This is an optimization exercise on Yosys and OpenROAD, whose aim is small area, a short achievable clock period and few clock cycles per item, not a production implementation.
In this exercise RTL edits were held to simulation tests only and were not proved equivalent to the original.
Power and IR drop assume default switching activity.

## design/flow/config.mk

```make
export PLATFORM = sky130hd
export DESIGN_NAME = multi_server_job_dispatch_unit
export DESIGN_NICKNAME = multi_server_job_dispatch_unit
export VERILOG_FILES = /design/flow/design.v
export SDC_FILE = /design/flow/constraint.sdc
export NUM_CORES = 4
export LEC_CHECK = 0
export CAP_MARGIN = 20
export CORE_MARGIN = 2
export CORE_UTILIZATION = 40
export SLEW_MARGIN = 20
```

## design/flow/constraint.sdc

```tcl
create_clock -name core_clock -period 6.5 [get_ports {i_clk}]
set_input_delay 1.3000 -clock core_clock [delete_from_list [all_inputs] [get_ports {i_clk}]]
set_output_delay 1.3000 -clock core_clock [all_outputs]
set_load 0.01 [all_outputs]
```

## design/flow/design.v

```verilog
`default_nettype none
package msjd_pkg;
    localparam int CFG_W           = 7;
    localparam int ARR_W           = 32;
    localparam int DUR_W           = 32;
    localparam int TAG_W           = 20;
    localparam int SRV_W           = 6;
    localparam int TIME_W          = 48;
    localparam int MAX_SERVERS_DEF = 64;
    localparam int QUEUE_DEPTH     = 2;
    localparam logic [CFG_W-1:0]  CFG_RESET = 7'd64;
    localparam logic [TIME_W-1:0] TIME_MAX  = {TIME_W{1'b1}};
    typedef struct packed {
        logic [ARR_W-1:0] arrival_time;
        logic [DUR_W-1:0] duration;
        logic [TAG_W-1:0] job_tag;
    } t_in_item;
    typedef struct packed {
        logic [TAG_W-1:0]  job_tag_out;
        logic [SRV_W-1:0]  server;
        logic [TIME_W-1:0] start_time;
        logic [TIME_W-1:0] finish_time;
    } t_out_item;
    typedef struct packed {
        logic pop;
        logic clearing;
    } t_back_stat;
endpackage
`default_nettype wire
`default_nettype none
module msjd_front (
    input  wire logic                i_clk,
    input  wire logic                i_rst_n,
    input  wire logic                i_in_valid,
    input  wire msjd_pkg::t_in_item  i_in,
    output logic                     o_in_stall,
    input  wire msjd_pkg::t_back_stat i_stat,
    output logic                     o_q_valid,
    output msjd_pkg::t_in_item       o_q_item
);
    localparam int DEPTH = msjd_pkg::QUEUE_DEPTH;
    localparam int PW    = (DEPTH > 1) ? $clog2(DEPTH) : 1;
    localparam int CW    = $clog2(DEPTH + 1);
    logic [msjd_pkg::ARR_W+msjd_pkg::DUR_W+msjd_pkg::TAG_W-1:0] r_mem [DEPTH];
    logic [PW-1:0] r_wr_ptr;
    logic [PW-1:0] r_rd_ptr;
    logic [CW-1:0] r_count;
    logic          push;
    logic          pop;
    assign o_in_stall = (r_count == CW'(DEPTH)) || i_stat.clearing;
    assign push       = i_in_valid && !o_in_stall;
    assign pop        = i_stat.pop && (r_count != '0);
    assign o_q_valid  = (r_count != '0);
    assign o_q_item   = r_mem[r_rd_ptr];
    always_ff @(posedge i_clk) begin
        if (!i_rst_n) begin
            r_wr_ptr <= '0;
            r_rd_ptr <= '0;
            r_count  <= '0;
        end else begin
            if (push) begin
                r_mem[r_wr_ptr] <= i_in;
                r_wr_ptr <= (r_wr_ptr == PW'(DEPTH - 1)) ? '0 : r_wr_ptr + PW'(1);
            end
            if (pop) begin
                r_rd_ptr <= (r_rd_ptr == PW'(DEPTH - 1)) ? '0 : r_rd_ptr + PW'(1);
            end
            case ({push, pop})
                2'b10:   r_count <= r_count + CW'(1);
                2'b01:   r_count <= r_count - CW'(1);
                default: r_count <= r_count;
            endcase
        end
    end
endmodule
`default_nettype wire
`default_nettype none
module msjd_ram #(
    parameter int WIDTH = 48,
    parameter int DEPTH = 64,
    localparam int AW = (DEPTH > 1) ? $clog2(DEPTH) : 1
) (
    input  wire logic              i_clk,
    input  wire logic              i_we,
    input  wire logic [AW-1:0]     i_waddr,
    input  wire logic [WIDTH-1:0]  i_wdata,
    input  wire logic [AW-1:0]     i_raddr,
    output logic      [WIDTH-1:0]  o_rdata
);
    logic [WIDTH-1:0] r_mem [DEPTH];
    always_ff @(posedge i_clk) begin
        if (i_we) begin
            r_mem[i_waddr] <= i_wdata;
        end
        o_rdata <= r_mem[i_raddr];
    end
endmodule
`default_nettype wire
`default_nettype none
module msjd_back #(
    parameter int MAX_SERVERS = msjd_pkg::MAX_SERVERS_DEF
) (
    input  wire logic                       i_clk,
    input  wire logic                       i_rst_n,
    input  wire logic [msjd_pkg::CFG_W-1:0] i_servers_in_use,
    input  wire logic                       i_q_valid,
    input  wire msjd_pkg::t_in_item         i_q_item,
    output msjd_pkg::t_back_stat            o_stat,
    output logic                            o_out_valid,
    output msjd_pkg::t_out_item             o_out,
    input  wire logic                       i_out_stall
);
    localparam int IDX_W  = (MAX_SERVERS > 1) ? $clog2(MAX_SERVERS) : 1;
    localparam int CNT_W  = $clog2(MAX_SERVERS + 1);
    localparam int EXT_W  = (CNT_W > msjd_pkg::CFG_W) ? CNT_W : msjd_pkg::CFG_W;
    localparam int TIME_W = msjd_pkg::TIME_W;
    localparam int SRV_W  = msjd_pkg::SRV_W;
    typedef enum logic [2:0] {
        S_CLEAR,
        S_IDLE,
        S_SCAN,
        S_CALC,
        S_DONE
    } t_state;
    t_state                     r_state;
    logic [IDX_W-1:0]           r_clr_idx;
    logic [msjd_pkg::ARR_W-1:0] r_arrival;
    logic [msjd_pkg::DUR_W-1:0] r_dur;
    logic [msjd_pkg::TAG_W-1:0] r_tag;
    logic [IDX_W-1:0]           r_issue_idx;
    logic                       r_issuing;
    logic                       r_cmp_valid;
    logic [IDX_W-1:0]           r_cmp_idx;
    logic                       r_found;
    logic [IDX_W-1:0]           r_chosen;
    logic [TIME_W-1:0]          r_min_val;
    logic [IDX_W-1:0]           r_min_idx;
    logic [TIME_W-1:0]          r_start;
    logic [TIME_W-1:0]          r_finish;
    logic [EXT_W-1:0]           cfg_ext;
    logic [EXT_W-1:0]           n_active;
    logic [IDX_W-1:0]           last_idx;
    logic [TIME_W-1:0]          rd_data;
    logic                       ram_we;
    logic [IDX_W-1:0]           ram_waddr;
    logic [TIME_W-1:0]          ram_wdata;
    logic                       is_free;
    logic                       is_min;
    logic [TIME_W-1:0]          calc_start;
    logic [TIME_W:0]            calc_sum;
    logic                       out_free;
    logic [SRV_W+IDX_W-1:0]     srv_ext;
    assign cfg_ext  = EXT_W'(i_servers_in_use);
    assign n_active = (cfg_ext == '0) ? EXT_W'(1)
                    : (cfg_ext > EXT_W'(MAX_SERVERS)) ? EXT_W'(MAX_SERVERS) : cfg_ext;
    assign last_idx = IDX_W'(n_active - EXT_W'(1));
    assign out_free  = !o_out_valid || !i_out_stall;
    assign ram_we    = (r_state == S_CLEAR) || ((r_state == S_DONE) && out_free);
    assign ram_waddr = (r_state == S_CLEAR) ? r_clr_idx : r_chosen;
    assign ram_wdata = (r_state == S_CLEAR) ? '0 : r_finish;
    assign is_free = (rd_data <= TIME_W'(r_arrival));
    assign is_min  = (r_cmp_idx == '0) || (rd_data < r_min_val);
    assign calc_start = r_found ? TIME_W'(r_arrival) : r_min_val;
    assign calc_sum   = {1'b0, calc_start} + (TIME_W + 1)'(r_dur);
    assign srv_ext    = {{SRV_W{1'b0}}, r_chosen};
    assign o_stat.pop      = (r_state == S_IDLE) && i_q_valid;
    assign o_stat.clearing = (r_state == S_CLEAR);
    msjd_ram #(
        .WIDTH (TIME_W),
        .DEPTH (MAX_SERVERS)
    ) u_busy_ram (
        .i_clk   (i_clk),
        .i_we    (ram_we),
        .i_waddr (ram_waddr),
        .i_wdata (ram_wdata),
        .i_raddr (r_issue_idx),
        .o_rdata (rd_data)
    );
    always_ff @(posedge i_clk) begin
        if (!i_rst_n) begin
            r_state     <= S_CLEAR;
            r_clr_idx   <= '0;
            r_issue_idx <= '0;
            r_issuing   <= 1'b0;
            r_cmp_valid <= 1'b0;
            o_out_valid <= 1'b0;
        end else begin
            if (o_out_valid && !i_out_stall) begin
                o_out_valid <= 1'b0;
            end
            case (r_state)
                S_CLEAR: begin
                    r_clr_idx <= r_clr_idx + IDX_W'(1);
                    if (r_clr_idx == IDX_W'(MAX_SERVERS - 1)) begin
                        r_state <= S_IDLE;
                    end
                end
                S_IDLE: begin
                    r_cmp_valid <= 1'b0;
                    if (i_q_valid) begin
                        r_arrival   <= i_q_item.arrival_time;
                        r_dur       <= i_q_item.duration;
                        r_tag       <= i_q_item.job_tag;
                        r_issue_idx <= '0;
                        r_issuing   <= 1'b1;
                        r_found     <= 1'b0;
                        r_state     <= S_SCAN;
                    end
                end
                S_SCAN: begin
                    r_cmp_valid <= r_issuing;
                    r_cmp_idx   <= r_issue_idx;
                    if (r_issuing) begin
                        if (r_issue_idx == last_idx) begin
                            r_issuing <= 1'b0;
                        end else begin
                            r_issue_idx <= r_issue_idx + IDX_W'(1);
                        end
                    end
                    if (r_cmp_valid) begin
                        if (!r_found && is_free) begin
                            r_found  <= 1'b1;
                            r_chosen <= r_cmp_idx;
                        end
                        if (is_min) begin
                            r_min_val <= rd_data;
                            r_min_idx <= r_cmp_idx;
                        end
                        if (r_cmp_idx == last_idx) begin
                            r_state <= S_CALC;
                        end
                    end
                end
                S_CALC: begin
                    r_start  <= calc_start;
                    r_finish <= calc_sum[TIME_W] ? msjd_pkg::TIME_MAX : calc_sum[TIME_W-1:0];
                    if (!r_found) begin
                        r_chosen <= r_min_idx;
                    end
                    r_state <= S_DONE;
                end
                S_DONE: begin
                    if (out_free) begin
                        o_out_valid       <= 1'b1;
                        o_out.job_tag_out <= r_tag;
                        o_out.server      <= srv_ext[SRV_W-1:0];
                        o_out.start_time  <= r_start;
                        o_out.finish_time <= r_finish;
                        r_issue_idx       <= '0;
                        r_state           <= S_IDLE;
                    end
                end
                default: begin
                    r_state <= S_IDLE;
                end
            endcase
        end
    end
endmodule
`default_nettype wire
`default_nettype none
module multi_server_job_dispatch_unit #(
    parameter int MAX_SERVERS = msjd_pkg::MAX_SERVERS_DEF
) (
    input  wire logic                        i_clk,
    input  wire logic                        i_rst_n,
    input  wire logic                        i_in_valid,
    input  wire logic [msjd_pkg::ARR_W-1:0]  i_in_arrival,
    input  wire logic [msjd_pkg::DUR_W-1:0]  i_in_duration,
    input  wire logic [msjd_pkg::TAG_W-1:0]  i_in_tag,
    output logic                             o_in_stall,
    output logic                             o_out_valid,
    output logic [msjd_pkg::TAG_W-1:0]       o_out_tag,
    output logic [msjd_pkg::SRV_W-1:0]       o_out_server,
    output logic [msjd_pkg::TIME_W-1:0]      o_out_start,
    output logic [msjd_pkg::TIME_W-1:0]      o_out_finish,
    input  wire logic                        i_out_stall,
    input  wire logic                        i_cfg_valid,
    input  wire logic [msjd_pkg::CFG_W-1:0]  i_cfg_data,
    output logic                             o_cfg_ready
);
    msjd_pkg::t_in_item         i_in;
    msjd_pkg::t_out_item        o_out;
    assign i_in.arrival_time = i_in_arrival;
    assign i_in.duration     = i_in_duration;
    assign i_in.job_tag      = i_in_tag;
    assign o_out_tag         = o_out.job_tag_out;
    assign o_out_server      = o_out.server;
    assign o_out_start       = o_out.start_time;
    assign o_out_finish      = o_out.finish_time;
    logic [msjd_pkg::CFG_W-1:0] r_servers_in_use;
    logic                       q_valid;
    msjd_pkg::t_in_item         q_item;
    msjd_pkg::t_back_stat       back_stat;
    assign o_cfg_ready = 1'b1;
    always_ff @(posedge i_clk) begin
        if (!i_rst_n) begin
            r_servers_in_use <= msjd_pkg::CFG_RESET;
        end else if (i_cfg_valid && o_cfg_ready) begin
            r_servers_in_use <= i_cfg_data;
        end
    end
    msjd_front u_front (
        .i_clk      (i_clk),
        .i_rst_n    (i_rst_n),
        .i_in_valid (i_in_valid),
        .i_in       (i_in),
        .o_in_stall (o_in_stall),
        .i_stat     (back_stat),
        .o_q_valid  (q_valid),
        .o_q_item   (q_item)
    );
    msjd_back #(
        .MAX_SERVERS (MAX_SERVERS)
    ) u_back (
        .i_clk            (i_clk),
        .i_rst_n          (i_rst_n),
        .i_servers_in_use (r_servers_in_use),
        .i_q_valid        (q_valid),
        .i_q_item         (q_item),
        .o_stat           (back_stat),
        .o_out_valid      (o_out_valid),
        .o_out            (o_out),
        .i_out_stall      (i_out_stall)
    );
endmodule
`default_nettype wire
```

## design/flow/run.sh

```bash
#!/bin/bash
# synth_recipe.tcl (not shown) runs the flow's synth.tcl, then flattens the netlist and writes it again
# the make line also repeats each setting of config.mk as NAME=value (left out here)
make -C /OpenROAD-flow-scripts/flow DESIGN_CONFIG=/design/flow/config.mk WORK_HOME=/design/flow/orfs CLKGATE_MAP_FILE= SYNTH_SCRIPT=/design/flow/synth_recipe.tcl finish
```

==> metrics.md <==
| Metric | Value |
|---|---|
| H-tree Lvls | 5 |
| CP cell instances | buf_4 -> o21ai_0 -> ha_1 -> a21o_1 -> a21o_1 -> a21oi_1 -> nand2b_1 -> a41oi_1 -> o41ai_2 -> buf_4 -> nor3_4 -> nand2_2 -> o21ai_0 |
| Row count | around 220 |
| Critical path required time | between 7 and 8 ns |
| GRT Total Usage | about a fifth |
| Synthesis Warnings | 4 |
| First-pass GRT wire length | between 500,000 and 600,000 um |
| Effective utilization at floorplan | between 40% and 50% |
| Worst-Margin Slew | 1.12 ns |
| Post-Synth XOR/XNOR Area | 0.353% |
| Core Footprint | roughly 350,000 um2 |
| Tmin final | 5.01 ns |
| Worst skew pair latency | between 0.9 and 1 ns |
| DRC viols | 0 |
| Setup violators final | 0 |
| Largest buffer count on any clock path | 4 |
| Fin Setup TNS | 0 ns |
| Mapped Area | 141,000 um2 |
| Reg2Reg Setup Slack | between 1 and 1.5 ns |
| Synth Area in Simple Gates | approximately 1.7% |
| Final #Nets | about 6,800 |
| Count of different cell masters after synthesis | 75 |
| Final worst-path cycle share | between 70 and 80% |
| Post-synth top area share | 76.7% |
| CP max FO | 54 |
| I/O pin cnt | ~220 |
| Share of layout cells above drive strength 1 | between 20 and 30% |
| Hold depth | 0 |
| Routed len/inst | approximately 32 um |
| Syn_nets | roughly 6,300 |
| HPWL after DPL | 214,000 um |
| Critical path endpoint category | flop |
| Arrival @ worst endpoint | 5.61 ns |
| Synth cell count leaders | edfxtp_1 (3,609), mux4_2 (1,008), clkbuf_1 (155) |
| Slew headroom | between 20 and 25% |
| Final WS setup | approximately 1.5 ns |
| Area leader, netlist | edfxtp_1 |
| CP max-delay cell | nand2_2 |
| Root Buffer | clkbuf_16 |
| Post-synth EDFFs | about 3,600 |
| Clk_skew | ~0.05 ns |
| Pre-CTS setup slack | around 1.3 ns |
| Reg-to-Reg End | u_back.r_finish[3] |
| Layout area overhead | 15.4% |
| Mean area per synthesized cell | about 23 um2 |
| Largest net degree at the start of global routing | 124 |
| IO buf count | roughly 220 |
| Flops & latches, synth | 3,686 |
| VDD IR max | roughly 0.23 mV |
| Die H | 598 um |
| Post-CTS setup buffer count | 0 |
| Final WL | approximately 370,000 um |
| Slowest stage delay, CP | approximately 0.65 ns |
| Status | timing/DRC/antenna clean |
| TritonCTS clock tree | done |
| Cells after Synth | ~6,000 |
| Inserted Clock Buffers | roughly 370 |
| Synth Area in Compound Gates | between 1 and 1.5% |
| Min-delay src | u_back.r_start[22] |
| Post_cts resized | 0 |
| Type of origin of the critical path | flop |
| Grt ovf | 0 |
| Count leader, synth | edfxtp_1 |
| FMAX | 200 MHz |
| CTS Hold Buffers Added | 0 |
| Die X-Extent | 598 um |
| Number of global-route vias before repair | ~67,000 |
| Most used DFF post-synth | edfxtp_1 |
| Die ar. | 358,000 um2 |
| Largest family of logic cells by synthesized area | multiplexers |
| DRT antenna net count | 0 |
| Post-synthesis sequential area ratio | roughly 80% |
| CTS clock-pin slew for the worst setup and hold paths | around 0.060 ns |
| GPL Wtd Cong | 0.843 |
| Kind of critical path | reg -> reg |
| Hold/Removal Path Class | reg -> reg |
| Post-Synth Adder-Cell Area | 1.03% |
| Total power draw | 52.1 mW |
| Starting DRT DRC Count | about 8,500 |
| Drt pass-1 iters | 6 |
| Final hold violation count | 0 |
| Fin. max-slew vios | 0 |
| Asr flop ratio synth | 0% |
| Mux share of post-synthesis cell area | between 10% and 20% |
| WHS Endpoint | u_back.o_out[70] |
| Routed vias | approximately 67,000 |
| Leak Pwr | 50.5 nW |
| DR vias/cell | between 5 and 6 |
| Max_cap viols | 0 |
| Unrepaired setup endpoints after global routing | false |
| Worst-case reg-to-reg path depth | 13 |
| Cell Pwr Density | between 300 and 400 nW/um2 |
| Clock sink count | 3,686 |
| R2r startpoint | u_back.r_found |
| Top cells by area, synth | edfxtp_1 (77%), mux4_2 (16%), dfxtp_1 (1.1%), ha_1 (1.0%), mux2_2 (0.73%) |
| Initial antenna violation count | 32 |
==> layer usage <==
| metal | up-vias | track usage, % | part of all wire, % | routed length [um] |
|---|---|---|---|---|
| met5 | - | 0 | 0.0073 | 27 |
| met4 | 4 | 4.63 | 2.2 | 8230 |
| met2 | 3198 | 32.6 | 48 | 176000 |
| met3 | 453 | 3.66 | 8.6 | 31600 |
| met1 | 36300 | 29.2 | 41 | 153000 |
| li1 | 26800 | - | - | - |
==> worst max-delay path by stage <==
| stage | startpoint | to | slack [ns] | cells after the start |
|---|---|---|---|---|
| after CTS | u_back.r_found | u_back.r_finish[3] | 1.44 | 13 |
| final | u_back.r_found | u_back.r_finish[3] | 1.49 | 13 |
| after global placement | i_out_stall | u_back.u_busy_ram.r_mem[31][44] | 1.40 | 7 |
| after global routing | u_back.r_found | u_back.r_finish[22] | 1.22 | 13 |
| after floorplan | i_rst_n | u_front.r_mem[0][0] | -1.55 | 3 |
| after detailed placement | i_out_stall | u_back.u_busy_ram.r_mem[31][40] | 1.33 | 7 |
==> cell families (layout without fill, tap and decap cells) <==
logic type,count (synthesis),in the layout
other,1,6
AND/OR/NAND/NOR,487,487
AO/OA/AOI/OAI,255,255
flip-flops,3686,3686
multiplexers,1112,1112
XOR/XNOR,57,57
adder cells (fa/ha/maj),116,116
buffers and inverters,374,1198
==> layout make-up <==
class                   count  area (um2)
flip-flops and latches   3686      110000
fillers                 28600      189000
repair buffers            429        4470
inverters                 103         387
multi-input cells        2028       30700
clock inverters           204        1740
diodes                      5        12.5
well taps                4730        5920
clock buffers             462        9840
==> sequential cells by signal, summed over array words and instances (netlist names), 2 cells and up <==
register / cells
u_back.r_issue_idx: 6
u_back.r_clr_idx: 6
u_back.r_min_idx: 6
u_back.r_min_val: 48
u_back.r_cmp_idx: 6
u_back.u_busy_ram.o_rdata: 48
u_front.r_count: 2
u_back.r_finish: 48
u_back.r_state: 3
u_back.r_tag: 20
u_back.r_start: 48
u_back.r_dur: 32
r_servers_in_use: 7
u_back.r_arrival: 32
u_front.r_mem: 168
u_back.r_chosen: 6
u_back.o_out: 122
u_back.u_busy_ram.r_mem: 3072
==> report_power, final <==
group | total, mW | internal, mW | switching, mW
sequential | 27.8 | 27.5 | 0.344
clock | 20.6 | 11.7 | 8.92
combinational | 3.71 | 1.09 | 2.62
total | 52.1 | 40.2 | 11.9
==> through the flow <==
stage	instances	instance area, um2	utilization [%]	hold slack, ns
global route	11600	163000	46.3	0.428
CTS	11600	163000	46.3	0.420
finish	11600	163000	46.3	0.418
floorplan	6088	141000	-	0.400
global placement	11000	151000	43.0	0.402
detailed placement	11000	151000	43.0	0.405
==> worst max-delay path, delay by kind of cell (launching register included) <==
| kind | cells | cell delay [ns] |
|---|---|---|
| compound gates | 7 | 1.97 |
| simple gates | 3 | 0.85 |
| buf+inv | 2 | 0.76 |
| flops | 1 | 0.62 |
| fa+ha+maj | 1 | 0.43 |
==> cell usage in the layout, fill, tap and decap left out, types with 48 or more instances in the layout <==
| cell | synthesis | layout |
|---|---|---|
| a21oi_1 | 65 | 65 |
| buf_12 | 0 | 53 |
| buf_4 | 6 | 154 |
| clkbuf_1 | 155 | 75 |
| clkbuf_16 | 0 | 376 |
| clkdlybuf4s50_1 | 0 | 219 |
| clkinv_1 | 0 | 80 |
| clkinv_2 | 0 | 56 |
| dfxtp_1 | 77 | 70 |
| edfxtp_1 | 3609 | 3609 |
| ha_1 | 115 | 115 |
| inv_1 | 103 | 103 |
| mux2_2 | 91 | 91 |
| mux4_2 | 1008 | 1008 |
| nand2_1 | 146 | 145 |
| nor2_1 | 136 | 71 |
| nor2_4 | 0 | 65 |
| nor2b_4 | 0 | 48 |
| o21ai_0 | 79 | 78 |
Testbench counts, summed over its fixed seeds: cycles 777,476, jobs 14,400.

[port drivers added, routing unchanged]
Ports are ideal in the flow. The routed layout listed here was re-timed in OpenROAD. Step 1 (the two cells are an assumption about what drives the block):
set clk [get_ports {i_clk}]
set_driving_cell -lib_cell sky130_fd_sc_hd__clkbuf_16 $clk
set_driving_cell -lib_cell sky130_fd_sc_hd__buf_2 [delete_from_list [all_inputs] $clk]
Step 2 adds t to the input delays and takes it off the output delays; t is the mean of the earliest and latest rising clock arrival at the registers after step 1. Input paths then give back, and output paths get back, about the clock's delay inside the block. a / b / c = no drivers / after step 1 / after step 2; a / b = the first two.
t, ns: 0.994
setup slack, ns: 1.491 / 1.491 / 1.131
worst hold slack (ns): 0.418 / 0.418 / 0.418
worst setup path at the end: input to register
clock arrival spread, ns: 0.053 / 0.053
After both steps this run still meets setup and hold. For this run, drivers alone change the setup slack by 0.000 ns; drivers and shift together by -0.360 ns.
